Context: an optimization exercise on an open-source flow, tuned for small area and a short achievable clock period. The choices shown serve that exercise and are no tape-out recipe. Function was checked by simulation only, so behaviour that the tests miss may differ from the original. No run shown here takes its clock network from TritonCTS; it comes from the design's own scripts or RTL. The clock port is modelled as an ideal driver, which makes a skipped or thinned clock tree look cheaper than it is; a real chip needs a root buffer or a tree. No activity file was given, so power comes from the tool's default toggle rates.

## design.v

```verilog
`default_nettype none
package wrp_pkg;
    localparam logic [31:0] ID_RIFF_LE = 32'h4646_4952;
    localparam logic [31:0] ID_RIFF_SW = 32'h5249_4646;
    localparam logic [31:0] ID_FMT_LE  = 32'h2074_6D66;
    localparam logic [31:0] ID_FMT_SW  = 32'h666D_7420;
    localparam logic [31:0] ID_DATA_LE = 32'h6174_6164;
    localparam logic [31:0] ID_DATA_SW = 32'h6461_7461;
    localparam logic [31:0] TAG_WAVE   = 32'h4556_4157;
    localparam logic [4:0] WORD_BYTES    = 5'd4;
    localparam logic [4:0] FMT_TAG_END   = 5'd1;
    localparam logic [4:0] FMT_CHAN_END  = 5'd3;
    localparam logic [4:0] FMT_RATE_END  = 5'd7;
    localparam logic [4:0] FMT_BITS_END  = 5'd15;
    localparam logic [4:0] FMT_FIELD_SAT = 5'd16;
    localparam logic [15:0] PCM_TAG   = 16'd1;
    localparam logic [15:0] BITS_8    = 16'd8;
    localparam logic [15:0] BITS_16   = 16'd16;
    localparam logic [15:0] CHAN_MONO = 16'd1;
    localparam logic [15:0] CHAN_STEREO = 16'd2;
    localparam logic [1:0] KIND_FORMAT = 2'd0;
    localparam logic [1:0] KIND_SAMPLE = 2'd1;
    localparam logic [1:0] KIND_ERROR  = 2'd2;
    localparam logic [2:0] ERR_NONE      = 3'd0;
    localparam logic [2:0] ERR_NO_RIFF   = 3'd1;
    localparam logic [2:0] ERR_NO_WAVE   = 3'd2;
    localparam logic [2:0] ERR_NO_FMT    = 3'd3;
    localparam logic [2:0] ERR_NOT_PCM   = 3'd4;
    localparam logic [2:0] ERR_BAD_CHAN  = 3'd5;
    localparam logic [2:0] ERR_BAD_BITS  = 3'd6;
    localparam logic [2:0] ERR_NO_DATA   = 3'd7;
    typedef struct packed {
        logic [1:0]  out_kind;
        logic [15:0] sample_word;
        logic [1:0]  channel_count;
        logic [4:0]  sample_bits;
        logic [31:0] sample_rate_hz;
        logic [2:0]  error_code;
        logic        last_of_file;
    } result_t;
    typedef struct packed {
        logic    valid;
        result_t data;
    } push_t;
    function automatic logic [31:0] swap32(input logic [31:0] v);
        swap32 = {v[7:0], v[15:8], v[23:16], v[31:24]};
    endfunction
    function automatic logic [2:0] format_check(
        input logic [15:0] tag,
        input logic [15:0] chans,
        input logic [15:0] bits
    );
        if (tag != PCM_TAG)
            format_check = ERR_NOT_PCM;
        else if (chans != CHAN_MONO && chans != CHAN_STEREO)
            format_check = ERR_BAD_CHAN;
        else if (bits != BITS_8 && bits != BITS_16)
            format_check = ERR_BAD_BITS;
        else
            format_check = ERR_NONE;
    endfunction
endpackage
`default_nettype wire
`default_nettype none
module wav_riff_stream_parser (
    input  wire             clk,
    input  wire             rst_n,
    input  wire             bytes_valid,
    output wire             bytes_ready,
    input  wire  [7:0]      bytes_in_byte,
    input  wire             bytes_end_of_file,
    output wire             results_valid,
    input  wire             results_ready,
    output wire  [1:0]      results_out_kind,
    output wire  [15:0]     results_sample_word,
    output wire  [1:0]      results_channel_count,
    output wire  [4:0]      results_sample_bits,
    output wire  [31:0]     results_sample_rate_hz,
    output wire  [2:0]      results_error_code,
    output wire             results_last_of_file
);
    localparam logic [1:0] KIND_FORMAT = wrp_pkg::KIND_FORMAT;
    localparam logic [1:0] KIND_SAMPLE = wrp_pkg::KIND_SAMPLE;
    localparam logic [1:0] KIND_ERROR  = wrp_pkg::KIND_ERROR;
    localparam logic [5:0] PH_HDR   = 6'b000001;
    localparam logic [5:0] PH_CHK   = 6'b000010;
    localparam logic [5:0] PH_FMT   = 6'b000100;
    localparam logic [5:0] PH_SKIP  = 6'b001000;
    localparam logic [5:0] PH_DATA  = 6'b010000;
    localparam logic [5:0] PH_DRAIN = 6'b100000;
    logic [1:0]  step;
    logic        ready_q;
    logic        ready_o;             
    logic        proc;                
    logic        dec;                 
    logic        outv;
    logic [5:0]  phase;
    logic [4:0]  cnt;
    logic        swapped;
    logic        seen;
    logic [7:0]  r0, r1, r2, r3;      
    logic [7:0]  c0, c1, c2, c3;      
    logic        rb, cb, kb;          
    logic        rza, a1, a2;         
    logic        rz;                  
    logic        cl;                  
    logic        clt3;                
    logic        ma, mb;              
    logic        tagok;
    logic [1:0]  chan_q;
    logic [1:0]  bits_q;              
    logic [31:0] rate_q;
    logic [15:0] word_q;
    logic        eof_q;
    logic        cand0;               
    logic        r_load, c_load;      
    logic [1:0]  kind_q;
    logic [2:0]  err_q;
    logic        last_q;
    logic        emit_q, clrf_q;
    assign bytes_ready            = ready_o;
    assign results_valid          = outv;
    assign results_out_kind       = kind_q;
    assign results_sample_word    = word_q;
    assign results_channel_count  = chan_q;
    assign results_sample_bits    = {bits_q, 3'b000};
    assign results_sample_rate_hz = rate_q;
    assign results_error_code     = err_q;
    assign results_last_of_file   = last_q;
    logic st0, st3, upd0, pfin;
    assign st0  = (step == 2'd0);
    assign st3  = (step == 2'd3);
    assign upd0 = proc && st0;
    assign pfin = proc && st3;
    logic ph_hdr, ph_chk, ph_fmt, ph_skip, ph_data;
    assign ph_hdr  = phase[0];
    assign ph_chk  = phase[1];
    assign ph_fmt  = phase[2];
    assign ph_skip = phase[3];
    assign ph_data = phase[4];
    logic        b16;
    logic        data8;
    logic        hsel;
    logic [7:0]  b;
    logic [1:0]  k;
    logic [1:0]  tgt;
    assign b16   = bits_q[1];
    assign data8 = ph_data && !b16;
    assign hsel  = (cnt[0] ^ swapped) &&
                   ((ph_fmt && (cnt[4:2] != 3'd1)) || (ph_data && b16));
    assign b     = word_q[7:0];
    assign k     = cnt[1:0];
    assign tgt   = cnt[1:0] ^ {swapped, swapped};
    logic f1, f2, f8, f16;
    assign f1  = (word_q == 16'd1);
    assign f2  = (word_q == 16'd2);
    assign f8  = (word_q == 16'd8);
    assign f16 = (word_q == 16'd16);
    logic       r_dec, c_dec;
    logic       r_bin, c_bin, k_bin;
    logic       accept, nxt_proc;
    logic [7:0] r_alu, c_alu, w_sl;
    logic [7:0] r_bw, c_bw;
    logic [7:0] w_lt, w_gt;
    logic       k_lt;
    assign accept   = ready_q && bytes_valid;
    assign nxt_proc = accept || (proc && !st3);
    assign r_dec    = !rz && ((ph_hdr && cnt[3]) || ph_chk || ph_fmt || ph_skip);
    assign c_dec    = ph_fmt || ph_skip || ph_data;
    assign r_bin = rb;
    assign c_bin = cb;
    assign k_bin = kb && !st0;
    always_comb
    begin
        for (int i = 0; i < 8; i++)
        begin
            r_bw[i] = r_bin && ((r3 & ((8'd1 << i) - 8'd1)) == 8'd0);
            c_bw[i] = c_bin && ((c3 & ((8'd1 << i) - 8'd1)) == 8'd0);
        end
    end
    assign r_alu = r_load ? b : (r3 ^ r_bw);
    assign c_alu = c_load ? b : (c3 ^ c_bw);
    assign w_sl = c_load ? b : c3;
    assign w_lt = ~w_sl & r3;
    assign w_gt = w_sl & ~r3;
    logic [3:0] lt2, gt2;
    logic [1:0] lt4, gt4;
    logic       lt8, gt8;
    always_comb
    begin
        for (int i = 0; i < 4; i++)
        begin
            lt2[i] = w_lt[2*i+1] || (!w_gt[2*i+1] && w_lt[2*i]);
            gt2[i] = w_gt[2*i+1] || (!w_lt[2*i+1] && w_gt[2*i]);
        end
        for (int i = 0; i < 2; i++)
        begin
            lt4[i] = lt2[2*i+1] || (!gt2[2*i+1] && lt2[2*i]);
            gt4[i] = gt2[2*i+1] || (!lt2[2*i+1] && gt2[2*i]);
        end
        lt8 = lt4[1] || (!gt4[1] && lt4[0]);
        gt8 = gt4[1] || (!lt4[1] && gt4[0]);
    end
    assign k_lt = lt8 || (!gt8 && k_bin);
    logic zr, zc, zc1, zc2;
    assign zr  = r_load ? (b == 8'd0) : ((r3[7:1] == 7'd0) && (r3[0] == r_bin));
    assign zc  = c_load ? (b == 8'd0) : ((c3[7:1] == 7'd0) && (c3[0] == c_bin));
    assign zc1 = c_load ? (b[7:1] == 7'd0) :
                 c_bin  ? ((c3[7:2] == 6'd0) && (c3[1] ^ c3[0])) : (c3[7:1] == 7'd0);
    assign zc2 = c_load ? (b[7:2] == 6'd0) :
                 c_bin  ? (((c3[7:3] == 5'd0) && (c3[2:0] != 3'd0)) || (c3 == 8'd4))
                        : (c3[7:2] == 6'd0);
    logic wz1, wlt3;
    assign wz1     = a1 && zc;
    assign wlt3    = a2 && zc && !(c2[1] && c2[0]);
    always_ff @(posedge clk)
    begin
        r0 <= r_alu;
        r1 <= r0;
        r2 <= r1;
        r3 <= r2;
        c0 <= c_alu;
        c1 <= c0;
        c2 <= c1;
        c3 <= c2;
        rb <= st3 ? (accept && r_dec) : (r_bw[7] && !r3[7]);
        cb <= st3 ? (accept && c_dec) : (c_bw[7] && !c3[7]);
        kb <= k_lt;
        r_load <= nxt_proc && ph_hdr && (cnt[3:2] == 2'd1) && ((step + 2'd1) == tgt);
        c_load <= nxt_proc && ph_chk && cnt[2] && ((step + 2'd1) == tgt);
        rza <= (st0 || rza) && zr;
        a1  <= st0 ? zc1 : (a1 && zc);
        a2  <= st0 ? zc2 : (a2 && zc);
        if (st3)
        begin
            rz   <= rza && zr;
            cl   <= wz1;
            clt3 <= wlt3;
        end
    end
    logic       cand;
    logic [7:0] e_a;
    assign cand = (k != 2'd0) ? mb : cand0;
    always_comb
    begin
        e_a = 8'h00;
        if (ph_hdr && cnt[3])
        begin
            case (k)             
                2'd0: e_a = 8'h57;
                2'd1: e_a = 8'h41;
                2'd2: e_a = 8'h56;
                default: e_a = 8'h45;
            endcase
        end
        else
        begin
            case ({ph_hdr, swapped && !ph_hdr, cand, k})
                5'b10000: e_a = 8'h52;
                5'b10001: e_a = 8'h49;
                5'b10010: e_a = 8'h46;
                5'b10011: e_a = 8'h46;
                5'b10100: e_a = 8'h46;
                5'b10101: e_a = 8'h46;
                5'b10110: e_a = 8'h49;
                5'b10111: e_a = 8'h52;
                5'b00000: e_a = 8'h66;
                5'b00001: e_a = 8'h6D;
                5'b00010: e_a = 8'h74;
                5'b00011: e_a = 8'h20;
                5'b00100: e_a = 8'h64;
                5'b00101: e_a = 8'h61;
                5'b00110: e_a = 8'h74;
                5'b00111: e_a = 8'h61;
                5'b01000: e_a = 8'h20;
                5'b01001: e_a = 8'h74;
                5'b01010: e_a = 8'h6D;
                5'b01011: e_a = 8'h66;
                5'b01100: e_a = 8'h61;
                5'b01101: e_a = 8'h74;
                5'b01110: e_a = 8'h61;
                default:  e_a = 8'h64;
            endcase
        end
    end
    logic mlo, mhi;
    always_ff @(posedge clk)
    begin
        mlo <= (b[3:0] == e_a[3:0]);
        mhi <= (b[7:4] == e_a[7:4]);
        if (proc && (step == 2'd1) && id_byte)
            ma <= ((k == 2'd0) || ma) && mlo && mhi;
    end
    logic id_byte, fmt_start, rate_wr;
    assign id_byte   = (ph_hdr && (cnt[3:2] != 2'd1)) || (ph_chk && !cnt[2]);
    assign fmt_start = ph_chk && (cnt == 5'd7) && ma && !mb && !seen;
    assign rate_wr   = upd0 && ph_fmt && (cnt[4:2] == 3'd1);
    logic d_hdr_r, d_hdr_w, d_hdr3, d_hdr11, d_chk0z, d_chk_adv, d_sz;
    logic d_fmt15, d_fmtlt15, d_fmtge16, d_skip, d_d8, d_d16lo, d_d16hi, d_drain;
    assign d_hdr3    = ph_hdr && (cnt == 5'd3);
    assign d_hdr11   = ph_hdr && (cnt == 5'd11);
    assign d_hdr_w   = ph_hdr && (cnt >= 5'd7) && (cnt <= 5'd10);
    assign d_hdr_r   = ph_hdr && (cnt <= 5'd6) && (cnt != 5'd3);
    assign d_chk0z   = ph_chk && (cnt == 5'd0) && rz;
    assign d_chk_adv = ph_chk && (cnt <= 5'd6) && !((cnt == 5'd0) && rz);
    assign d_sz      = ph_chk && (cnt == 5'd7);
    assign d_fmt15   = ph_fmt && (cnt == 5'd15);
    assign d_fmtlt15 = ph_fmt && (cnt < 5'd15);
    assign d_fmtge16 = ph_fmt && cnt[4];
    assign d_skip    = ph_skip;
    assign d_d8      = ph_data && !b16;
    assign d_d16lo   = ph_data && b16 && !cnt[0];
    assign d_d16hi   = ph_data && b16 && cnt[0];
    assign d_drain   = phase[5];
    logic s_hdr_r, s_hdr_w, s_hdr3, s_hdr11, s_chk0z, s_chk_adv, s_sz;
    logic s_fmt15, s_fmtlt15, s_fmtge16, s_skip, s_d8, s_d16lo, s_d16hi, s_drain;
    logic ok;
    assign s_hdr_r   = d_hdr_r;
    assign s_hdr_w   = d_hdr_w;
    assign s_hdr3    = d_hdr3;
    assign s_hdr11   = d_hdr11;
    assign s_chk0z   = d_chk0z;
    assign s_chk_adv = d_chk_adv;
    assign s_fmt15   = d_fmt15;
    assign s_fmtlt15 = d_fmtlt15;
    assign s_fmtge16 = d_fmtge16;
    assign s_skip    = d_skip;
    assign s_d8      = d_d8;
    assign s_d16lo   = d_d16lo;
    assign s_d16hi   = d_d16hi;
    assign s_drain   = d_drain;
    always_ff @(posedge clk)
    begin
        s_sz      <= d_sz;
        ok        <= tagok && (chan_q != 2'd0) && (bits_q != 2'd0);
    end
    logic chanz;
    assign chanz = (chan_q == 2'd0);
    logic emit_ne, emit_e, emit, sample, format, last;
    logic g_a, g_1, g_2, g_f, g_7;
    logic [2:0] err;
    logic [1:0] kind;
    assign emit_ne = (s_hdr3 && !ma) || (s_hdr11 && !ma) || s_chk0z ||
                     s_fmt15 || (s_fmtlt15 && cl) || s_d8 || s_d16hi;
    assign emit_e  = !s_drain;
    assign emit    = eof_q ? emit_e : emit_ne;
    assign sample  = s_d8 || s_d16hi;
    assign format  = s_fmt15 && ok && !eof_q;
    assign kind    = sample ? KIND_SAMPLE : format ? KIND_FORMAT : KIND_ERROR;
    assign last    = eof_q || !((s_fmt15 && ok) || (s_d8 && !cl) || (s_d16hi && !clt3));
    assign g_a   = s_chk0z || s_chk_adv || s_fmtge16 || s_skip ||
                   (s_hdr11 && ma) || (s_fmtlt15 && !cl);           
    assign g_1   = s_hdr3 || s_hdr_r;
    assign g_2   = (s_hdr11 && !ma) || s_hdr_w;
    assign g_f   = (s_fmt15 && !ok) || (s_fmtlt15 && cl);            
    assign g_7   = (s_fmt15 && ok && eof_q) || s_d16lo;
    assign err[2] = (g_a && seen) || g_f || g_7;
    assign err[1] = g_a || g_2 || (g_f && tagok && !chanz) || g_7;
    assign err[0] = g_a || g_1 || (g_f && tagok && chanz) || g_7;
    logic go_drain, go_chk;
    logic [5:0] ph_n;
    logic [4:0] cnt_n, cnt_inc;
    logic c_inc, c_one, c_zero;
    assign go_drain = (emit_ne && !sample && !(s_fmt15 && ok)) ||
                      (s_d8 && cl) || (s_d16hi && clt3);
    assign go_chk   = (s_hdr11 && ma) || (((s_fmt15 && ok) || s_fmtge16 || s_skip) && cl);
    assign ph_n     = go_drain ? PH_DRAIN : go_chk ? PH_CHK : phase;
    assign cnt_inc = cnt + 5'd1;
    assign c_inc   = s_hdr_r || s_hdr_w || s_hdr3 || s_chk_adv || s_fmtlt15 ||
                     (s_fmt15 && !(ok && cl));
    assign c_one   = s_d16lo;
    assign c_zero  = s_hdr11 || (s_fmt15 && ok && cl) || (s_fmtge16 && cl) || s_d16hi;
    assign cnt_n   = c_inc ? cnt_inc : c_one ? 5'd1 : c_zero ? 5'd0 : cnt;
    logic fmtk, datk, othk;
    logic sz_wz, sz_ed, sz_tb, sz_emit;
    logic [2:0] sz_err;
    logic [5:0] sz_ph;
    assign fmtk   = ma && !mb && !seen;
    assign datk   = ma && mb;
    assign othk   = !fmtk && !datk;
    assign sz_wz  = cl && !c3[0];
    assign sz_ed  = b16 ? cl : sz_wz;
    assign sz_tb  = c0[7] || (!kb && !sz_wz);
    assign sz_emit = fmtk ? (sz_wz || eof_q) :
                     datk ? (!seen || (eof_q && !sz_ed)) :
                            (sz_tb || eof_q);
    assign sz_err  = fmtk ? (sz_wz ? 3'd4 : 3'd3) : {seen, 2'b11};
    assign sz_ph   = fmtk ? (sz_wz ? PH_DRAIN : PH_FMT) :
                     datk ? ((!seen || sz_ed) ? PH_DRAIN : PH_DATA) :
                            (sz_tb ? PH_DRAIN : sz_wz ? PH_CHK : PH_SKIP);
    always_ff @(posedge clk or negedge rst_n)
    begin
        if (!rst_n)
        begin
            step    <= 2'd0;
            ready_q <= 1'b0;
            proc    <= 1'b0;
            dec     <= 1'b0;
            outv    <= 1'b0;
            phase   <= PH_HDR;
            cnt     <= 5'd0;
            swapped <= 1'b0;
            seen    <= 1'b0;
        end
        else
        begin
            step    <= step + 2'd1;
            ready_q <= (step == 2'd2) && !proc && !dec && !(outv && !results_ready);
            if (ready_q && bytes_valid)
                proc <= 1'b1;
            else if (st3)
                proc <= 1'b0;
            dec <= pfin;
            if (dec)
                outv <= s_sz ? sz_emit : emit_q;
            else if (results_ready)
                outv <= 1'b0;
            if ((pfin && !s_sz) || (dec && s_sz))
            begin
                if (eof_q)
                begin
                    phase   <= PH_HDR;
                    cnt     <= 5'd0;
                    swapped <= 1'b0;
                    seen    <= 1'b0;
                end
                else if (s_sz)
                begin
                    phase   <= sz_ph;
                    cnt     <= 5'd0;
                end
                else
                begin
                    phase   <= ph_n;
                    cnt     <= cnt_n;
                    if (s_hdr3)
                        swapped <= mb;
                    if (s_fmt15 && ok)
                        seen <= 1'b1;
                end
            end
        end
    end
    always_ff @(posedge clk)
        ready_o <= (step == 2'd2) && !proc && !dec && !(outv && !results_ready);
    always_ff @(posedge clk)
    begin
        if (ready_q)
        begin
            eof_q  <= bytes_end_of_file;
            cand0  <= ph_hdr  ? bytes_in_byte[2] :
                      swapped ? bytes_in_byte[0] : !bytes_in_byte[1];
            if (data8)
                word_q <= {8'd0, bytes_in_byte};
            else if (hsel)
                word_q[15:8] <= bytes_in_byte;
            else
                word_q[7:0] <= bytes_in_byte;
        end
        else if (dec && (s_sz || (emit_q && (kind_q != KIND_SAMPLE))))
            word_q <= 16'd0;
        if (upd0)
        begin
            if (id_byte)
                mb <= cand;
            if (fmt_start)
                tagok <= 1'b0;
            else if (ph_fmt && (cnt == 5'd1))
                tagok <= f1;
        end
        if (pfin)
        begin
            emit_q <= emit;
            clrf_q <= s_sz ? !seen : (emit && !(seen || (s_fmt15 && ok)));
            kind_q <= kind;
            err_q  <= err;
            last_q <= last;
        end
        else if (dec && s_sz)
        begin
            kind_q <= KIND_ERROR;
            err_q  <= sz_err;
            last_q <= 1'b1;
        end
        if (dec && clrf_q)
        begin
            chan_q <= 2'd0;
            bits_q <= 2'd0;
            rate_q <= 32'd0;
        end
        else
        begin
            if (upd0 && fmt_start)
            begin
                chan_q <= 2'd0;
                bits_q <= 2'd0;
            end
            else if (upd0 && ph_fmt && (cnt == 5'd3))
                chan_q <= {f2, f1};
            else if (upd0 && ph_fmt && (cnt == 5'd15))
                bits_q <= {f16, f8};
            if (rate_wr && tgt == 2'd0)
                rate_q[7:0]   <= b;
            if (rate_wr && tgt == 2'd1)
                rate_q[15:8]  <= b;
            if (rate_wr && tgt == 2'd2)
                rate_q[23:16] <= b;
            if (rate_wr && tgt == 2'd3)
                rate_q[31:24] <= b;
        end
    end
endmodule
`default_nettype wire
```

## flow/run.sh

```bash
#!/bin/bash
# The standard layout (the standard.sh: standard synthesis and ORFS flow),
# with two changes: the port buffers are buf_1 cells, and the clock tree is
# two levels of clock buffers built by flow/pre_cts.tcl instead of
# TritonCTS, whose root buffer drives leaves spread over the whole die. Each tool's full output stays in ORFS's own logs
# under orfs/logs; make's output goes to flow_make.log here.
set -euo pipefail
here=$(pwd)
bash standard.sh "BUFFER_PORTS_ARGS=-buffer_cell sky130_fd_sc_hd__buf_1" \
  "PRE_CTS_TCL=$here/flow/pre_cts.tcl" finish > flow_make.log 2>&1
```

## flow/mytree2.tcl

```tcl
proc kmeans { pts nb } {
  # pts: list of {id x y}; returns list of cluster index per point
  set n [llength $pts]
  set sorted [lsort -integer -index 1 $pts]
  set cx {}; set cy {}
  for {set k 0} {$k < $nb} {incr k} {
    set s [lindex $sorted [expr {int(($k + 0.5) * $n / $nb)}]]
    lappend cx [lindex $s 1]; lappend cy [lindex $s 2]
  }
  set assign {}
  for {set iter 0} {$iter < 40} {incr iter} {
    set sx [lrepeat $nb 0.0]; set sy [lrepeat $nb 0.0]; set sc [lrepeat $nb 0]
    set assign {}
    foreach s $pts {
      lassign $s id x y
      set best 0; set bd 1e18
      for {set k 0} {$k < $nb} {incr k} {
        set dx [expr {$x - [lindex $cx $k]}]; set dy [expr {$y - [lindex $cy $k]}]
        set d [expr {$dx*$dx + $dy*$dy}]
        if {$d < $bd} { set bd $d; set best $k }
      }
      lappend assign $best
      lset sx $best [expr {[lindex $sx $best] + $x}]
      lset sy $best [expr {[lindex $sy $best] + $y}]
      lset sc $best [expr {[lindex $sc $best] + 1}]
    }
    for {set k 0} {$k < $nb} {incr k} {
      if {[lindex $sc $k] > 0} {
        lset cx $k [expr {int([lindex $sx $k] / [lindex $sc $k])}]
        lset cy $k [expr {int([lindex $sy $k] / [lindex $sc $k])}]
      }
    }
  }
  return [list $assign $cx $cy]
}

proc add_buf { block master name innet x y } {
  set buf [odb::dbInst_create $block $master $name]
  set net [odb::dbNet_create $block "${name}_net"]
  $net setSigType CLOCK
  [$buf findITerm A] connect $innet
  [$buf findITerm X] connect $net
  $buf setLocation $x $y
  $buf setPlacementStatus PLACED
  return $net
}

proc my_clock_tree2 { ntop leaf topcell leafcell } {
  set block [ord::get_db_block]
  set db [ord::get_db]
  set clknet [$block findNet clk]
  set sinks {}
  set i 0
  foreach it [$clknet getITerms] {
    lassign [[$it getInst] getLocation] x y
    lappend sinks [list $i $x $y]
    lappend iterms $it
    incr i
  }
  lassign [kmeans $sinks $ntop] top cx cy
  set mtop [$db findMaster $topcell]
  set mleaf [$db findMaster $leafcell]
  set nleaves 0
  for {set t 0} {$t < $ntop} {incr t} {
    set members {}
    foreach s $sinks a $top { if {$a == $t} { lappend members $s } }
    if {[llength $members] == 0} { continue }
    set tnet [add_buf $block $mtop "clkbuf_top_$t" $clknet [lindex $cx $t] [lindex $cy $t]]
    set nl [expr {int(ceil([llength $members] / double($leaf)))}]
    lassign [kmeans $members $nl] sub lx ly
    for {set l 0} {$l < $nl} {incr l} {
      set mine {}
      foreach s $members a $sub { if {$a == $l} { lappend mine [lindex $s 0] } }
      if {[llength $mine] == 0} { continue }
      set lnet [add_buf $block $mleaf "clkbuf_leaf_${t}_$l" $tnet [lindex $lx $l] [lindex $ly $l]]
      incr nleaves
      foreach i $mine {
        set it [lindex $iterms $i]
        $it disconnect
        $it connect $lnet
      }
    }
  }
  puts "my_clock_tree2: [llength $sinks] sinks, $ntop top buffers, $nleaves leaf buffers"
}
```

## flow/pre_cts.tcl

```tcl
# Sourced by ORFS's cts.tcl before clock tree synthesis (PRE_CTS_TCL).
# Replaces TritonCTS's tree by a shallower balanced one: the clock port drives
# four top buffers (one per k-means cluster of flip-flops), each of which
# drives leaf buffers, one per sub-cluster of at most 14 flip-flops.
source [file join [file dirname [info script]] mytree2.tcl]
my_clock_tree2 4 14 sky130_fd_sc_hd__clkbuf_8 sky130_fd_sc_hd__clkbuf_8
rename clock_tree_synthesis triton_clock_tree_synthesis
proc clock_tree_synthesis { args } {
  puts "clock_tree_synthesis: tree built by pre_cts.tcl, TritonCTS not run"
  set_propagated_clock [all_clocks]
}
```

## standard.sh

```bash
#!/bin/bash
# synth_recipe.tcl (not shown) runs the flow's synth.tcl, then flattens the netlist and writes it again
# the make line also repeats each setting of config.mk as NAME=value (left out here)
make -C /OpenROAD-flow-scripts/flow DESIGN_CONFIG=/design/flow/config.mk WORK_HOME=/design/flow/orfs CLKGATE_MAP_FILE= SYNTH_SCRIPT=/design/flow/synth_recipe.tcl "${@:-finish}"
```

## config.mk

```make
export PLATFORM = sky130hd
export DESIGN_NAME = wav_riff_stream_parser
export DESIGN_NICKNAME = wav_riff_stream_parser
export VERILOG_FILES = /design/flow/design.v
export SDC_FILE = /design/flow/constraint.sdc
export NUM_CORES = 4
export LEC_CHECK = 0
export ABC_AREA = 1
export CAP_MARGIN = 20
export CORE_MARGIN = 2
export CORE_UTILIZATION = 25
export SETUP_SLACK_MARGIN = 3.8
export SLEW_MARGIN = 20
```

## constraint.sdc

```tcl
create_clock -name core_clock -period 6.0 [get_ports {clk}]
set_input_delay 1.2000 -clock core_clock [delete_from_list [all_inputs] [get_ports {clk}]]
set_output_delay 1.2000 -clock core_clock [all_outputs]
set_load 0.01 [all_outputs]
```

==> results of run 1 <==
-- final cells by class --
| class | count | area (um^2) | share of cell area |
|---|---|---|---|
| Antenna cell | 1 | 2.50 | 0.000309 |
| Buffer | 17 | 234 | 0.0289 |
| Inverter | 103 | 402 | 0.0496 |
| Multi-Input combinational cell | 549 | 2840 | 0.351 |
| Sequential cell | 164 | 3710 | 0.458 |
| Tap cell | 378 | 473 | 0.0584 |
| Timing Repair Buffer | 92 | 434 | 0.0536 |
-- state kept, by name, indices dropped and copies added, names as in the netlist, 2 cells and up --
name and count:
rate_q 32, word_q 16, c0 8, c1 8, c2 8, c3 8
r0 8, r1 8, r2 8, r3 8, phase 6, cnt 5
err_q 3, bits_q 2, chan_q 2, kind_q 2, step 2
-- report_power, final --
part	leakage (nW)	switching, mW	internal, mW
logic	1.87	0.125	0.0622
clock network	0.122	0.318	0.256
registers	1.45	0.0271	1.14
-- placed cells by master, fill, tap and decap left out, types with 17 or more instances in the layout --
| cell type | Yosys | final |
|---|---|---|
| a21oi_1 | 48 | 46 |
| o21ai_1 | 17 | 18 |
| clkbuf_8 | 0 | 17 |
| buf_4 | 6 | 19 |
| o21ai_0 | 72 | 71 |
| dfxtp_1 | 113 | 110 |
| inv_1 | 89 | 85 |
| nor2_1 | 90 | 89 |
| buf_1 | 0 | 69 |
| nand3_1 | 48 | 47 |
| nand2_1 | 165 | 160 |
| edfxtp_1 | 32 | 32 |
-- per-stage QoR --
stage | hold WS, ps | setup slack, ps | instance area (um^2) | total power [mW]
2_1_floorplan | 310 | 3900 | 7010 | 1.29
3_3_place_gp | 310 | 3580 | 7600 | 1.35
3_5_place_dp | 312 | 3460 | 7600 | 1.35
4_1_cts | 298 | 3760 | 7960 | 1.93
5_1_grt | 300 | 3780 | 8090 | 2.01
6_report | 297 | 3810 | 8090 | 1.92
-- metal layers --
layer  share of wire  vias up  wire length (um)  GRT usage
li1                -     2940                 -          -
met1            0.47     2721              9310      0.185
met2            0.43      186              8480      0.202
met3           0.068       43              1340     0.0232
met4           0.029        0               578     0.0446
met5               0        -                 0          0
-- final timing paths --
check                                             start                       to  slack, ps  cells past startpoint
min in group asynchronous                         rst_n     phase[3]$_DFFE_PN0P_        850                      2
max in group asynchronous                         rst_n     phase[0]$_DFFE_PN1P_       4830                      2
worst min register to register            c0[1]$_DFF_P_            c1[1]$_DFF_P_        300                      0
worst max register to register        ready_q$_DFF_PN0_  word_q[7]$_SDFFCE_PN0P_       3910                      4
worst min-delay path                      c0[1]$_DFF_P_            c1[1]$_DFF_P_        300                      0
worst max-delay path            word_q[3]$_SDFFCE_PN0P_   results_sample_word[3]       3810                      1
-- logic make-up after synthesis --
group                    share of synthesized area
AND/OR/NAND/NOR                              0.219
flip-flops                                   0.528
XOR/XNOR                                   0.00839
adder cells (fa/ha/maj)                     0.0321
buffers and inverters                       0.0789
AO/OA/AOI/OAI                                0.133
other                                     0.000535
-- repair_timing --
action                     CTS  global route
hold buffers                 0             0
pin swaps                    0             7
setup buffers               13             6
setup endpoints to repair   37            52
gates cloned                 0             1
resized for setup            9            27
==> flow_metrics.tcl, run 1 <==
set metrics [dict create \
    die_w_um 171 \
    die_h_um 171 \
    vias 5890 \
    seq_area_frac_synth 0.528 \
    worst_setup_path_start_kind "register" \
    grt_pass1_vias 5461 \
    postLayoutCoreUtil 0.292 \
    final_hold_viol_count 0 \
    wl_per_cell_um 15.1 \
    rows 61 \
    grt-ovfl-total 0 \
    grt_pass1_wl_mm 30.6 \
    final_nets 958 \
    period_needed_ps 2190 \
    crit_chain "clkbuf_2" \
    hold_path.class "reg2reg" \
    io_buffer_count 72 \
    synth_area_um2 7010 \
    status "finished clean" \
    critical_path_arrival_ps 990 \
    ys_types 55 \
    synth-async-reset-ratio 0.116 \
    drc_errors 0 \
    dr.first_iter.drc_count 340 \
    die_area_um2 29400 \
    via_per_inst 4.52 \
    synth_edf_count 32 \
    crit_path_end_kind "output port" \
    synth_top_area_share 0.323 \
    cts.reportedPaths.clkPinSlew_ps 100 \
    crit_fanout 2 \
    fin_crit_sh 0.366 \
    path_class "reg2out" \
    critPathSlowestCell "edfxtp_1" \
    crit_buf_inv 1 \
    track_usage 0.131 \
    drt-total-wl_mm 19.7 \
    postSynthCellCount 835 \
    hpwl_mm 14.4 \
    rsz0062_at_grt "true" \
    power.density_nw_per_um2 238 \
    placed_cells_incl_taps 1266 \
    antenna_found_initial 0 \
    synthTopCellsByArea "dfxtp_1, edfxtp_1, nand2_1" \
    final_cells 1304 \
    place_congestion 0.914 \
    ant_nets 0 \
    clk_latency_ps 310 \
    setup_viol 0 \
    syn2layout_area_growth_pct 15.5 \
    max_freq_mhz 456 \
    grt_max_degree 35 \
    yosys_most_used_dff "dfxtp_1" \
    pin_count 76 \
    yosysTopAreaCell "dfxtp_1" \
    dr.pass1.iters 5 \
    required_ps 4800 \
    p_leak_nw 3.44 \
    max-cap-violations 0 \
    crit_family "flip-flops" \
    fin_tns_setup_ps 0 \
    yosys.cell_count.top_type "nand2_1" \
    fillers 2938 \
    syn_avg_cell_area_um2 8.39 \
    coreArea_um2 27700 \
    ys_ff_latch 164 \
    slew_headroom 0.579 \
    drive_gt1_frac 0.109 \
    start_util 0.253 \
    synth-warning-count 1 \
    maxSlewViolCount 0 \
    cpPeakStageDelay_ps 520 \
    finalClockSkew_ps 47.3 \
    synth_common_cells "nand2_1, dfxtp_1, nor2_1" \
    vdd_ir_drop_max_mv 0.172 \
    tightest_slew_ps 629 \
]
==> run 2: changes to the inputs <==
==> flow/pre_cts.tcl (replaced) <==
# Sourced by ORFS's cts.tcl before clock tree synthesis (PRE_CTS_TCL).
# Replaces TritonCTS's tree by a shallower balanced one: the clock port drives
# four top buffers (one per k-means cluster of flip-flops), each of which
# drives leaf buffers, one per sub-cluster of at most 20 flip-flops.
source [file join [file dirname [info script]] mytree2.tcl]
my_clock_tree2 4 20 sky130_fd_sc_hd__clkbuf_8 sky130_fd_sc_hd__clkbuf_8
rename clock_tree_synthesis triton_clock_tree_synthesis
proc clock_tree_synthesis { args } {
  puts "clock_tree_synthesis: tree built by pre_cts.tcl, TritonCTS not run"
  set_propagated_clock [all_clocks]
}
--- a/config.mk
+++ b/config.mk
@@ -8,6 +8,6 @@
 export ABC_AREA = 1
 export CAP_MARGIN = 20
 export CORE_MARGIN = 2
-export CORE_UTILIZATION = 25
-export SETUP_SLACK_MARGIN = 3.8
+export CORE_UTILIZATION = 40
+export SETUP_SLACK_MARGIN = 3.85
 export SLEW_MARGIN = 20
==> flow_metrics.tcl, run 2 <==
set metrics [dict create \
    status "finished clean" \
    ant_nets 0 \
    synth_edf_count 32 \
    ys_types 55 \
    synthTopCellsByArea "dfxtp_1, edfxtp_1, nand2_1" \
    path_class "reg2out" \
    coreArea_um2 17200 \
    vdd_ir_drop_max_mv 0.176 \
    cts.reportedPaths.clkPinSlew_ps 110 \
    critical_path_arrival_ps 990 \
    die_h_um 136 \
    syn2layout_area_growth_pct 12.5 \
    yosysTopAreaCell "dfxtp_1" \
    crit_fanout 2 \
    io_buffer_count 72 \
    syn_avg_cell_area_um2 8.39 \
    required_ps 4800 \
    max-cap-violations 0 \
    vias 5856 \
    synth_area_um2 7010 \
    maxSlewViolCount 0 \
    diodes 0 \
    crit_buf_inv 1 \
    period_needed_ps 2190 \
    drive_gt1_frac 0.112 \
    yosys_most_used_dff "dfxtp_1" \
    max_freq_mhz 456 \
    start_util 0.406 \
    antenna_found_initial 0 \
    final_nets 956 \
    crit_path_end_kind "output port" \
    finalClockSkew_ps 34.3 \
    via_per_inst 5.10 \
    r2r_slack_ps 3940 \
    seq_area_frac_synth 0.528 \
    postSynthCellCount 835 \
    largest_reg_flops 32 \
    yosys.cell_count.top_type "nand2_1" \
    die_w_um 136 \
    setup_viol 0 \
    reg_top3 "rate_q: 32 flops, word_q: 16 flops" \
    final_cell_mix "nand2_1, dfxtp_1, nor2_1, inv_1, o21ai_0" \
    synth_common_cells "nand2_1, dfxtp_1, nor2_1" \
    final_common_cell "nand2_1" \
    clk_latency_ps 300 \
    dr.pass1.iters 5 \
    synth-async-reset-ratio 0.116 \
    power.density_nw_per_um2 238 \
    rows 48 \
    hpwl_mm 13.6 \
    wl_per_cell_um 16.1 \
    final_cells 1148 \
    drc_errors 0 \
    grt-ovfl-total 0 \
    worst_setup_path_start_kind "register" \
    fin_tns_setup_ps 0 \
    die_area_um2 18600 \
    slew_headroom 0.653 \
    top_register "rate_q" \
    track_usage 0.198 \
    ys_ff_latch 164 \
    crit_chain "buf_1" \
    hold_path.class "reg2reg" \
    final_hold_viol_count 0 \
    p_leak_nw 3.44 \
    cpPeakStageDelay_ps 520 \
    placed_cells_incl_taps 1112 \
    pin_count 76 \
    grt_pass1_wl_mm 29.1 \
    crit_family "flip-flops" \
    rsz0062_at_grt "true" \
    critPathSlowestCell "edfxtp_1" \
    place_congestion 0.948 \
    fin_crit_sh 0.365 \
    drt-total-wl_mm 18.4 \
    tightest_slew_ps 516 \
    grt_pass1_vias 5515 \
    grt_max_degree 35 \
    synth-warning-count 1 \
    synth_top_area_share 0.323 \
    dr.first_iter.drc_count 305 \
]
-- run 2: cell counts after synthesis --
Identical to the previous run, type by type.
-- run 2: layout make-up --
class / instances / area [um^2]
flip-flops and latches: 164 / 3710
multi-input cells: 549 / 2850
well taps: 225 / 282
plain buffers: 15 / 206
fillers: 1732 / 9360
inverters: 103 / 402
repair buffers: 92 / 433
-- run 2: worst paths after layout --
path / from / end / depth (start not counted)
max in group asynchronous: rst_n / phase[0]$_DFFE_PN1P_ / 1
setup reg to reg: cnt[0]$_DFFE_PN0P_ / word_q[6]$_SDFFCE_PN0P_ / 5
hold / removal: r2[6]$_DFF_P_ / r3[6]$_DFF_P_ / 0
setup / recovery: word_q[2]$_SDFFCE_PN0P_ / results_sample_word[2] / 1
hold reg to reg: r2[6]$_DFF_P_ / r3[6]$_DFF_P_ / 0
min in group asynchronous: rst_n / step[0]$_DFF_PN0_ / 1
-- run 2: metal layers --
layer	GRT usage	wire [um]
met1	0.279	8800
met2	0.317	8030
met3	0.0227	876
met4	0.0677	720
met5	0	0
-- run 2: worst register-to-register path, delay by kind of cell, from the launching register on --
kind                   cells  cell delay [ps]
buffers and inverters      3              660
XOR/XNOR                   1              310
AO/OA/AOI/OAI              1              280
flip-flops                 1              470
-- run 2: where the power goes --
group | switching (mW) | internal [mW]
Sequential | 0.0266 | 1.14
Clock | 0.305 | 0.227
Combinational | 0.122 | 0.0614
Total | 0.454 | 1.42
-- run 2: through the flow --
stage / power, mW / worst slack (ps) / hold WS [ps] / instance area, um^2 / util
after floorplan: 1.29 / 3900 / 310 / 7010 / -
after global placement: 1.34 / 3570 / 310 / 7410 / 0.430
after detailed placement: 1.35 / 3500 / 312 / 7410 / 0.430
after CTS: 1.88 / 3800 / 326 / 7730 / 0.449
after global routing: 1.96 / 3780 / 336 / 7880 / 0.457
final: 1.88 / 3810 / 321 / 7880 / 0.457
-- run 2: what timing repair did --
item,in CTS,in global routing
resized for setup,10,29
pin swaps,2,4
cloned,0,1
endpoints found under the setup margin,63,30
setup buffers,13,6
hold buffers,0,0
-- run 2: cells by family (layout without fill, tap and decap cells) --
kind of cell               Yosys count  count (layout)  share of synthesized area
buffers and inverters              125             210                     0.0789
AOI/OAI and AO/OA                  170             170                      0.133
DFF                                164             164                      0.528
xor gates and xnor gates             5               5                    0.00839
and+or+nand+nor                    352             353                      0.219
other                                1               3                   0.000535
adders and majority gates           18              18                     0.0321
==> run 3: changes to the inputs <==
--- a/config.mk
+++ b/config.mk
@@ -9,5 +9,5 @@
 export CAP_MARGIN = 20
 export CORE_MARGIN = 2
 export CORE_UTILIZATION = 40
-export SETUP_SLACK_MARGIN = 3.85
+export SETUP_SLACK_MARGIN = 3.7
 export SLEW_MARGIN = 20
==> flow_metrics.tcl, run 3 <==
set metrics [dict create \
    power.share.clock 0.285 \
    synth-warning-count 1 \
    yosys_most_used_dff "dfxtp_1" \
    final_cell_mix "nand2_1, dfxtp_1, nor2_1, inv_1, o21ai_0" \
    path_class "reg2out" \
    finalClockSkew_ps 34.1 \
    slew_headroom 0.588 \
    track_usage 0.196 \
    io_buffer_count 72 \
    ys_ff_latch 164 \
    setup_viol 0 \
    grt_pass1_vias 5483 \
    synth_top_area_share 0.323 \
    max-cap-violations 0 \
    crit_chain "buf_1" \
    crit_family "flip-flops" \
    yosysTopAreaCell "dfxtp_1" \
    period_needed_ps 2250 \
    required_ps 4800 \
    top_register "rate_q" \
    via_per_inst 5.08 \
    p_switching_mw 0.449 \
    worst_setup_path_start_kind "register" \
    crit_path_end_kind "output port" \
    ys_types 55 \
    drive_gt1_frac 0.0862 \
    fin_area_um2 7780 \
    grt-ovfl-total 0 \
    placed_cells_incl_taps 1112 \
    dr.pass1.iters 4 \
    power.density_nw_per_um2 240 \
    finalPower_mw 1.87 \
    cts.hold.buffers_added 0 \
    final_cells 1141 \
    clk_latency_ps 300 \
    diodes 0 \
    crit_fanout 7 \
    syn_avg_cell_area_um2 8.39 \
    die_w_um 136 \
    crit_buf_inv 1 \
    hpwl_mm 13.6 \
    ant_nets 0 \
    die_h_um 136 \
    internal_power_mw 1.42 \
    cts.reportedPaths.clkPinSlew_ps 110 \
    fin_tns_setup_ps 0 \
    syn2layout_area_growth_pct 11.1 \
    cpPeakStageDelay_ps 570 \
    place_congestion 0.948 \
    final_hold_viol_count 0 \
    drc_errors 0 \
    coreArea_um2 17200 \
    start_util 0.406 \
    synthTopCellsByArea "dfxtp_1, edfxtp_1, nand2_1" \
    swShare 0.241 \
    pin_count 76 \
    postLayoutCoreUtil 0.451 \
    status "finished clean" \
    yosys.cell_count.top_type "nand2_1" \
    synth_common_cells "nand2_1, dfxtp_1, nor2_1" \
    placed_cell_area_um2 7410 \
    tightest_slew_ps 617 \
    fin_crit_sh 0.375 \
    synth_area_um2 7010 \
    rsz0062_at_grt "false" \
    wl_per_cell_um 15.9 \
    critPathSlowestCell "edfxtp_1" \
    drt-total-wl_mm 18.2 \
    rows 48 \
    vias 5800 \
    reg_top3 "rate_q: 32 flops, word_q: 16 flops" \
    maxSlewViolCount 0 \
    largest_reg_flops 32 \
    postSynthCellCount 835 \
    p_leak_nw 3.38 \
    hold_path.class "reg2reg" \
    synth-async-reset-ratio 0.116 \
    antenna_found_initial 0 \
    grt_pass1_wl_mm 28.8 \
    critical_path_arrival_ps 1050 \
    die_area_um2 18600 \
    seq_area_frac_synth 0.528 \
    final_common_cell "nand2_1" \
    seqPwrFrac 0.623 \
    max_freq_mhz 445 \
    synth_edf_count 32 \
    p_comb_frac 0.092 \
    final_nets 949 \
    dr.first_iter.drc_count 288 \
    grt_max_degree 35 \
    vdd_ir_drop_max_mv 0.175 \
]
## run 3: cell counts after synthesis
Identical to the previous run, type by type.
## run 3: metal layers
layer  track usage  routed length [um]  part of all wire  vias to the layer above
li1              -                   -                 -                     2910
met1         0.276                8730              0.48                     2697
met2         0.314                7960              0.44                      163
met3        0.0224                 886             0.049                       30
met4        0.0608                 602             0.033                        0
met5             0                   0                 0                        -
## run 3: layout make-up
type	count	area [um^2]
tap	225	282
sequential	164	3700
buffer	15	206
inverter	103	394
timing repair buffer	85	377
fill	1734	9460
multi-input combinational	549	2820
## run 3: final timing paths
kind,startpoint,endpoint,slack (ps),cells past startpoint
max,word_q[1]$_SDFFCE_PN0P_,results_sample_word[1],3750,1
min,r2[6]$_DFF_P_,r3[6]$_DFF_P_,320,0
max reg2reg,cnt[1]$_DFFE_PN0P_,phase[1]$_DFFE_PN0P_,3890,13
min reg2reg,r2[6]$_DFF_P_,r3[6]$_DFF_P_,320,0
max in group asynchronous,rst_n,phase[0]$_DFFE_PN1P_,4740,1
min in group asynchronous,rst_n,step[1]$_DFF_PN0_,860,1
## run 3: kinds of logic (layout without fill, tap and decap cells)
logic type,Yosys count,in the layout,synth area share
buffers and inverters,125,203,0.0789
and+or+nand+nor,352,353,0.219
other,1,3,0.000535
DFF,164,164,0.528
adders and majority gates,18,18,0.0321
xor gates and xnor gates,5,5,0.00839
AOI/OAI and AO/OA,170,170,0.133
## run 3: power groups by stage
stage          Combinational (mW)  Sequential (mW)  Clock [mW]
2_1_floorplan               0.117             1.18           0
3_3_place_gp                0.150             1.19           0
6_report                    0.172             1.16       0.532
4_1_cts                     0.167             1.16       0.549
5_1_grt                     0.192             1.17       0.593
3_5_place_dp                0.151             1.19           0
## run 3: through the flow
step / worst slack (ps) / hold slack [ps]
global route: 3700 / 336
global placement: 3570 / 310
CTS: 3710 / 326
detailed placement: 3500 / 312
finish: 3750 / 321
floorplan: 3900 / 310
## run 3: what timing repair did
item	in CTS	in global routing
cloned	0	1
resized for setup	4	13
pin swaps	0	3
endpoints found under the setup margin	22	52
setup buffers	8	4
==> run 4: changes to the inputs <==
--- a/config.mk
+++ b/config.mk
@@ -9,5 +9,5 @@
 export CAP_MARGIN = 20
 export CORE_MARGIN = 2
 export CORE_UTILIZATION = 40
-export SETUP_SLACK_MARGIN = 3.7
+export SETUP_SLACK_MARGIN = 3.75
 export SLEW_MARGIN = 20
==> flow_metrics.tcl, run 4 <==
set metrics [dict create \
    grt-ovfl-total 0 \
    fin_crit_sh 0.365 \
    placed_cells_incl_taps 1112 \
    synthTopCellsByArea "dfxtp_1, edfxtp_1, nand2_1" \
    fin_ws_ps 3810 \
    dr.pass1.iters 5 \
    syn_avg_cell_area_um2 8.39 \
    crit_fanout 2 \
    yosysTopAreaCell "dfxtp_1" \
    tightest_slew_ps 631 \
    cts.hold.buffers_added 0 \
    p_leak_nw 3.39 \
    grt_pass1_wl_mm 29.0 \
    largest_reg_flops 32 \
    grt_max_degree 35 \
    final_cells 1143 \
    setup_viol 0 \
    vdd_ir_drop_max_mv 0.176 \
    syn2layout_area_growth_pct 11.4 \
    crit_buf_inv 1 \
    yosys_most_used_dff "dfxtp_1" \
    r2r-start "cnt[0]$_DFFE_PN0P_" \
    path_class "reg2out" \
    r2r_slack_ps 3900 \
    max_freq_mhz 457 \
    maxSlewViolCount 0 \
    clk_latency_ps 300 \
    ys_ff_latch 164 \
    drive_gt1_frac 0.0926 \
    diodes 0 \
    required_ps 4800 \
    yosys.cell_count.top_type "nand2_1" \
    reg_top3 "rate_q: 32 flops, word_q: 16 flops" \
    final_common_cell "nand2_1" \
    synth_common_cells "nand2_1, dfxtp_1, nor2_1" \
    hold_start "r2[6]$_DFF_P_" \
    postLayoutCoreUtil 0.453 \
    placed_cell_area_um2 7410 \
    top_register "rate_q" \
    synth-warning-count 1 \
    final_hold_viol_count 0 \
    rsz0062_at_grt "true" \
    worst_setup_path_start_kind "register" \
    die_h_um 136 \
    drt-total-wl_mm 18.3 \
    seq_area_frac_synth 0.528 \
    period_needed_ps 2190 \
    track_usage 0.198 \
    fin_tns_setup_ps 0 \
    dr.first_iter.drc_count 301 \
    fin_area_um2 7800 \
    slew_headroom 0.579 \
    postSynthCellCount 835 \
    die_area_um2 18600 \
    power.density_nw_per_um2 239 \
    cpPeakStageDelay_ps 520 \
    cts.reportedPaths.clkPinSlew_ps 110 \
    crit_chain "buf_1" \
    rr_worst_depth 12 \
    coreArea_um2 17200 \
    rows 48 \
    finalClockSkew_ps 33.0 \
    fillers 1729 \
    antenna_found_initial 0 \
    synth-async-reset-ratio 0.116 \
    ant_nets 0 \
    hpwl_mm 13.6 \
    io_buffer_count 72 \
    crit_path_end_kind "output port" \
    synth_edf_count 32 \
    drc_errors 0 \
    pin_count 76 \
    via_per_inst 5.08 \
    final_nets 951 \
    vias 5801 \
    place_ws_ps 3500 \
    die_w_um 136 \
    hold_depth 0 \
    crit_family "flip-flops" \
    critical_path_arrival_ps 990 \
    synth_top_area_share 0.323 \
    start_util 0.406 \
    ys_types 55 \
    hold_end "r3[6]$_DFF_P_" \
    grt_pass1_vias 5510 \
    hold_path.class "reg2reg" \
    wl_per_cell_um 16.0 \
    synth_area_um2 7010 \
    place_congestion 0.948 \
    r2r_end "err_q[2]$_DFFE_PP_" \
    critPathSlowestCell "edfxtp_1" \
    max-cap-violations 0 \
    status "finished clean" \
    final_cell_mix "nand2_1, dfxtp_1, nor2_1, inv_1, buf_1" \
]
## run 4: cell counts after synthesis
Identical to the previous run, type by type.
## run 4: cell type report
cell class	instances	area (um^2)	share of cell area
Buffer	15	206	0.0265
Inverter	103	398	0.0510
Multi-Input combinational cell	549	2820	0.362
Sequential cell	164	3700	0.475
Tap cell	225	282	0.0361
Timing Repair Buffer	87	392	0.0502
## run 4: logic make-up (layout without fill, tap and decap cells)
| kind of cell | Yosys count | after routing | share of synthesized area |
|---|---|---|---|
| and+or+nand+nor | 352 | 353 | 0.219 |
| AOI/OAI and AO/OA | 170 | 170 | 0.133 |
| DFF | 164 | 164 | 0.528 |
| buffers and inverters | 125 | 205 | 0.0789 |
| adders and majority gates | 18 | 18 | 0.0321 |
| xor gates and xnor gates | 5 | 5 | 0.00839 |
| other | 1 | 3 | 0.000535 |
## run 4: report_power, final
part,switching [mW],internal [mW]
registers,0.0257,1.14
logic,0.119,0.0558
clock network,0.304,0.227
total,0.449,1.42
## run 4: how the worst max path moves through the flow
stage,startpoint,end,slack [ps],cells after the start
final,word_q[2]$_SDFFCE_PN0P_,results_sample_word[2],3810,1
after global routing,cnt[0]$_DFFE_PN0P_,phase[2]$_DFFE_PN0P_,3740,14
after CTS,step[0]$_DFF_PN0_,rate_q[1]$_SDFFE_PP0P_,3750,8
after detailed placement,cnt[0]$_DFFE_PN0P_,err_q[2]$_DFFE_PP_,3500,12
after global placement,cnt[0]$_DFFE_PN0P_,err_q[0]$_DFFE_PP_,3570,12
after floorplan,cnt[1]$_DFFE_PN0P_,err_q[2]$_DFFE_PP_,3900,12
## run 4: metrics by stage
step | total power [mW] | hold WS, ps
finish | 1.87 | 322
global route | 1.95 | 336
CTS | 1.88 | 326
detailed placement | 1.35 | 312
global placement | 1.34 | 310
floorplan | 1.29 | 310
## run 4: per-layer routing
layer	track usage	part of all wire	vias to the layer above
met1	0.277	0.48	2697
met3	0.0231	0.046	34
met4	0.0683	0.038	0
met5	0	0	-
met2	0.317	0.44	153
li1	-	-	2917
## run 4: timing repair
action	in CTS	in global routing
gates resized for setup	4	19
cloned	0	1
buffers inserted	12	2
endpoints found under the setup margin	26	57
pin swaps	0	4
==> run 5: changes to the inputs <==
--- a/config.mk
+++ b/config.mk
@@ -9,5 +9,6 @@
 export CAP_MARGIN = 20
 export CORE_MARGIN = 2
 export CORE_UTILIZATION = 40
+export PLACE_DENSITY = 0.8
 export SETUP_SLACK_MARGIN = 3.75
 export SLEW_MARGIN = 20
==> flow_metrics.tcl, run 5 <==
set metrics [dict create \
    fin_crit_sh 0.366 \
    final_common_cell "nand2_1" \
    drc_errors 0 \
    yosys.cell_count.top_type "nand2_1" \
    p_switching_mw 0.460 \
    setup_viol 0 \
    die_h_um 136 \
    crit_buf_inv 1 \
    grt_pass1_wl_mm 29.3 \
    power.density_nw_per_um2 239 \
    synth-warning-count 1 \
    synthTopCellsByArea "dfxtp_1, edfxtp_1, nand2_1" \
    top_register "rate_q" \
    internal_power_mw 1.41 \
    wl_per_cell_um 16.2 \
    power.share.clock 0.279 \
    diodes 0 \
    yosysTopAreaCell "dfxtp_1" \
    synth_common_cells "nand2_1, dfxtp_1, nor2_1" \
    dr.pass1.iters 5 \
    grt_pass1_vias 5701 \
    coreArea_um2 17200 \
    vias 5975 \
    reg_top3 "rate_q: 32 flops, word_q: 16 flops" \
    max_freq_mhz 455 \
    maxSlewViolCount 0 \
    synth_edf_count 32 \
    critPathSlowestCell "edfxtp_1" \
    cts.reportedPaths.clkPinSlew_ps 120 \
    syn2layout_area_growth_pct 11.4 \
    ys_ff_latch 164 \
    final_cell_mix "nand2_1, dfxtp_1, nor2_1, inv_1" \
    clk_latency_ps 310 \
    max-cap-violations 0 \
    fin_area_um2 7800 \
    postLayoutCoreUtil 0.453 \
    p_leak_nw 3.39 \
    worst_setup_path_start_kind "register" \
    pin_count 76 \
    placed_cell_area_um2 7410 \
    postSynthCellCount 835 \
    final_hold_viol_count 0 \
    hpwl_mm 13.6 \
    antenna_found_initial 0 \
    hold_slack_ps 312 \
    synth_top_area_share 0.323 \
    cts.hold.buffers_added 0 \
    syn_avg_cell_area_um2 8.39 \
    largest_reg_flops 32 \
    rsz0062_at_grt "true" \
    ys_types 55 \
    place_congestion 0.966 \
    slew_headroom 0.350 \
    crit_family "flip-flops" \
    synth_area_um2 7010 \
    fin_tns_setup_ps 0 \
    placed_cells_incl_taps 1112 \
    swShare 0.246 \
    critical_path_arrival_ps 1000 \
    start_util 0.406 \
    seq_area_frac_synth 0.528 \
    track_usage 0.198 \
    hold_path.class "reg2reg" \
    drive_gt1_frac 0.0927 \
    final_nets 950 \
    status "finished clean" \
    via_per_inst 5.23 \
    grt_max_degree 35 \
    fin_ws_ps 3800 \
    crit_path_end_kind "output port" \
    yosys_most_used_dff "dfxtp_1" \
    seqPwrFrac 0.624 \
    tightest_slew_ps 973 \
    required_ps 4800 \
    grt-ovfl-total 0 \
    synth-async-reset-ratio 0.116 \
    cpPeakStageDelay_ps 520 \
    crit_chain "buf_1" \
    die_w_um 136 \
    final_cells 1142 \
    finalClockSkew_ps 38.5 \
    finalPower_mw 1.87 \
    drt-total-wl_mm 18.5 \
    place_ws_ps 3420 \
    ant_nets 0 \
    vdd_ir_drop_max_mv 0.250 \
    path_class "reg2out" \
    crit_fanout 2 \
    rows 48 \
    die_area_um2 18600 \
    p_comb_frac 0.097 \
    dr.first_iter.drc_count 459 \
    period_needed_ps 2200 \
    io_buffer_count 72 \
]
==> run 5: cell counts after synthesis <==
No cell type changed its count.
==> run 5: timing repair <==
action,4_1_cts,5_1_grt
resized for setup,5,20
gates cloned,0,1
setup buffers,12,3
pin swaps,0,4
endpoints found under the setup margin,26,45
==> run 5: final timing paths <==
path                                               from                      to  slack, ps  cells past startpoint
min in group asynchronous                         rst_n    phase[3]$_DFFE_PN0P_        850                      1
worst max register to register       cnt[0]$_DFFE_PN0P_      err_q[2]$_DFFE_PP_       3870                     12
worst max-delay path            word_q[4]$_SDFFCE_PN0P_  results_sample_word[4]       3800                      1
max in group asynchronous                         rst_n      cnt[1]$_DFFE_PN0P_       4790                      1
worst min register to register            r2[6]$_DFF_P_           r3[6]$_DFF_P_        310                      0
worst min-delay path                      r2[6]$_DFF_P_           r3[6]$_DFF_P_        310                      0
==> run 5: cell families after synthesis <==
group           after synthesis  synth area share
buf+inv                     125            0.0789
xor+xnor                      5           0.00839
simple gates                352             0.219
other cells                   1          0.000535
fa+ha+maj                    18            0.0321
compound gates              170             0.133
flops                       164             0.528
==> run 5: worst register-to-register path, delay by kind of cell (launching register included) <==
kind,cells,cell delay [ps]
AOI/OAI and AO/OA,3,410
and+or+nand+nor,5,430
adders and majority gates,2,410
DFF,1,480
buffers and inverters,2,140
==> run 5: final cells by class <==
class,count,area (um^2)
Timing Repair Buffer,87,384
Fill cell,1681,9430
Buffer,14,193
Multi-Input combinational cell,549,2840
Tap cell,225,282
Inverter,103,402
Sequential cell,164,3700
==> run 5: power by group through the flow <==
stage | combinational (mW) | clock (mW) | sequential [mW]
final | 0.182 | 0.521 | 1.16
after global routing | 0.203 | 0.571 | 1.17
after CTS | 0.170 | 0.531 | 1.16
after detailed placement | 0.152 | 0 | 1.19
after floorplan | 0.117 | 0 | 1.18
after global placement | 0.151 | 0 | 1.19
==> run 5: layer usage <==
layer  global-route usage  routed length, um  vias to the layer above
li1                     -                  -                     2917
met2                0.308               7970                      225
met5                    0                  0                        -
met3               0.0336               1430                       45
met4               0.0660                701                        0
met1                0.280               8370                     2788
==> run 6: changes to the inputs <==
--- a/config.mk
+++ b/config.mk
@@ -9,6 +9,7 @@
 export CAP_MARGIN = 20
 export CORE_MARGIN = 2
 export CORE_UTILIZATION = 40
-export PLACE_DENSITY = 0.8
+export GPL_ROUTABILITY_DRIVEN = 0
+export GPL_TIMING_DRIVEN = 1
 export SETUP_SLACK_MARGIN = 3.75
 export SLEW_MARGIN = 20
==> flow_metrics.tcl, run 6 <==
set metrics [dict create \
    status "finished clean" \
    max-cap-violations 0 \
    fillers 1733 \
    r2r_slack_ps 3910 \
    seq_area_frac_synth 0.528 \
    syn_avg_cell_area_um2 8.39 \
    max_freq_mhz 457 \
    reg_top3 "rate_q: 32 flops, word_q: 16 flops" \
    ys_ff_latch 164 \
    place_ws_ps 3520 \
    setup_viol 0 \
    tightest_slew_ps 1080 \
    crit_buf_inv 1 \
    die_w_um 136 \
    grt_max_degree 35 \
    vdd_ir_drop_max_mv 0.211 \
    yosys.cell_count.top_type "nand2_1" \
    critPathSlowestCell "edfxtp_1" \
    crit_path_end_kind "output port" \
    synth_area_um2 7010 \
    endpoint "results_sample_word[4]" \
    syn2layout_area_growth_pct 11.5 \
    final_cells 1143 \
    rr_worst_depth 13 \
    crit_family "flip-flops" \
    cts.hold.buffers_added 0 \
    cpPeakStageDelay_ps 520 \
    grt_pass1_vias 5581 \
    p_switching_mw 0.456 \
    synth-async-reset-ratio 0.116 \
    final_nets 951 \
    postSynthCellCount 835 \
    synth_common_cells "nand2_1, dfxtp_1, nor2_1" \
    rsz0062_at_grt "true" \
    ys_types 55 \
    r2r-start "cnt[1]$_DFFE_PN0P_" \
    drive_gt1_frac 0.0948 \
    fin_tns_setup_ps 0 \
    coreArea_um2 17200 \
    placed_cells_incl_taps 1112 \
    hold_path.class "reg2reg" \
    drc_errors 0 \
    synth_top_area_share 0.323 \
    final_common_cell "nand2_1" \
    crit_fanout 5 \
    worstSetupPathDepth 1 \
    io_buffer_count 72 \
    die_area_um2 18600 \
    clk_latency_ps 310 \
    dr.pass1.iters 5 \
    swShare 0.243 \
    power.share.clock 0.286 \
    cp-startpoint "word_q[4]$_SDFFCE_PN0P_" \
    finalPower_mw 1.88 \
    track_usage 0.195 \
    required_ps 4800 \
    p_leak_nw 3.38 \
    wl_per_cell_um 15.8 \
    ant_nets 0 \
    start_util 0.406 \
    grt_pass1_wl_mm 29.0 \
    antenna_found_initial 0 \
    drt-total-wl_mm 18.1 \
    worst_setup_path_start_kind "register" \
    grt-ovfl-total 0 \
    power.density_nw_per_um2 241 \
    rows 48 \
    dr.first_iter.drc_count 329 \
    slew_headroom 0.278 \
    finalClockSkew_ps 41.7 \
    period_needed_ps 2190 \
    diodes 0 \
    fin_crit_sh 0.365 \
    via_per_inst 5.09 \
    hpwl_mm 13.3 \
    largest_reg_flops 32 \
    synthTopCellsByArea "dfxtp_1, edfxtp_1, nand2_1" \
    final_hold_viol_count 0 \
    postLayoutCoreUtil 0.453 \
    cts.reportedPaths.clkPinSlew_ps 110 \
    seqPwrFrac 0.619 \
    pin_count 76 \
    crit_chain "buf_1" \
    internal_power_mw 1.42 \
    yosys_most_used_dff "dfxtp_1" \
    die_h_um 136 \
    fin_ws_ps 3810 \
    synth-warning-count 1 \
    synth_edf_count 32 \
    path_class "reg2out" \
    final_cell_mix "nand2_1, dfxtp_1, nor2_1, inv_1, buf_1" \
    top_register "rate_q" \
    vias 5814 \
    yosysTopAreaCell "dfxtp_1" \
    p_comb_frac 0.095 \
    r2r_end "phase[1]$_DFFE_PN0P_" \
    maxSlewViolCount 0 \
    critical_path_arrival_ps 990 \
]
-- run 6: cell counts after synthesis --
Identical to the previous run, type by type.
-- run 6: logic make-up (layout without fill, tap and decap cells) --
logic type	Yosys count	after routing	share of synthesized area
AO/OA/AOI/OAI	170	170	0.133
XOR/XNOR	5	5	0.00839
adder cells (fa/ha/maj)	18	18	0.0321
buffers and inverters	125	205	0.0789
flip-flops	164	164	0.528
other	1	3	0.000535
AND/OR/NAND/NOR	352	353	0.219
-- run 6: layer usage --
layer | global-route usage | share of wire | up-vias | wire, um
met4 | 0.0793 | 0.045 | 0 | 811
met5 | 0 | 0 | - | 0
li1 | - | - | 2916 | -
met1 | 0.269 | 0.46 | 2660 | 8370
met2 | 0.310 | 0.43 | 189 | 7860
met3 | 0.0276 | 0.059 | 49 | 1060
-- run 6: final cells by class --
type	count	area [um^2]	share of cell area
inverters	103	398	0.0510
repair buffers	87	388	0.0497
flip-flops and latches	164	3700	0.474
plain buffers	15	206	0.0264
multi-input cells	549	2830	0.362
well taps	225	282	0.0361
-- run 6: how the worst min path moves through the flow --
stage,start,end,slack [ps],depth (start not counted)
2_1_floorplan,c0[0]$_DFF_P_,c1[0]$_DFF_P_,310,0
3_3_place_gp,c0[1]$_DFF_P_,c1[1]$_DFF_P_,310,0
3_5_place_dp,c1[4]$_DFF_P_,c2[4]$_DFF_P_,310,0
4_1_cts,c2[5]$_DFF_P_,c3[5]$_DFF_P_,310,0
5_1_grt,c2[5]$_DFF_P_,c3[5]$_DFF_P_,300,0
6_report,c2[5]$_DFF_P_,c3[5]$_DFF_P_,310,0
-- run 6: timing repair --
| action | 4_1_cts | 5_1_grt |
|---|---|---|
| cloned | 0 | 1 |
| endpoints found under the setup margin | 32 | 60 |
| buffers inserted | 10 | 5 |
| gates resized for setup | 5 | 21 |
| pin swaps | 0 | 3 |
-- run 6: metrics by stage --
step	instance area [um^2]	hold slack, ps
final	7810	308
after global routing	7810	299
after CTS	7700	305
after detailed placement	7410	312
after global placement	7410	310
after floorplan	7010	310
-- run 6: power groups by stage --
stage | sequential (mW) | combinational, mW | clock [mW]
final | 1.16 | 0.179 | 0.537
after global placement | 1.19 | 0.149 | 0
after CTS | 1.16 | 0.167 | 0.549
after global routing | 1.16 | 0.204 | 0.589
after floorplan | 1.18 | 0.117 | 0
after detailed placement | 1.19 | 0.149 | 0

[static timing again, ports no longer ideal]
In the flow no input, the clock included, has a driving cell. The finished layouts below were timed again as built, in two steps. Step 1 assumes that a clkbuf_16 drives the clock port and a buf_2 every other input. Step 2 also shifts input and output timing later by t, the mid clock arrival at the registers, as if the neighbouring blocks saw the same clock. Slacks: ideal ports / drivers / drivers and shift; pairs: ideal ports / drivers.
run	shift t [ns]	setup WS [ns]	worst setup path after step 2	slew at the worst register clock pin (ns)
run 1	0.367	3.806 / 3.724 / 3.873	input to register	0.11 / 0.11
run 2	0.364	3.809 / 3.731 / 3.871	input to register	0.11 / 0.11
run 3	0.363	3.752 / 3.674 / 3.866	input to register	0.11 / 0.11
run 4	0.364	3.810 / 3.732 / 3.892	input to register	0.11 / 0.11
run 5	0.377	3.803 / 3.723 / 3.872	register to register	0.12 / 0.12
run 6	0.365	3.810 / 3.734 / 3.911	register to register	0.12 / 0.12
After both steps setup and hold are still met in every run listed.
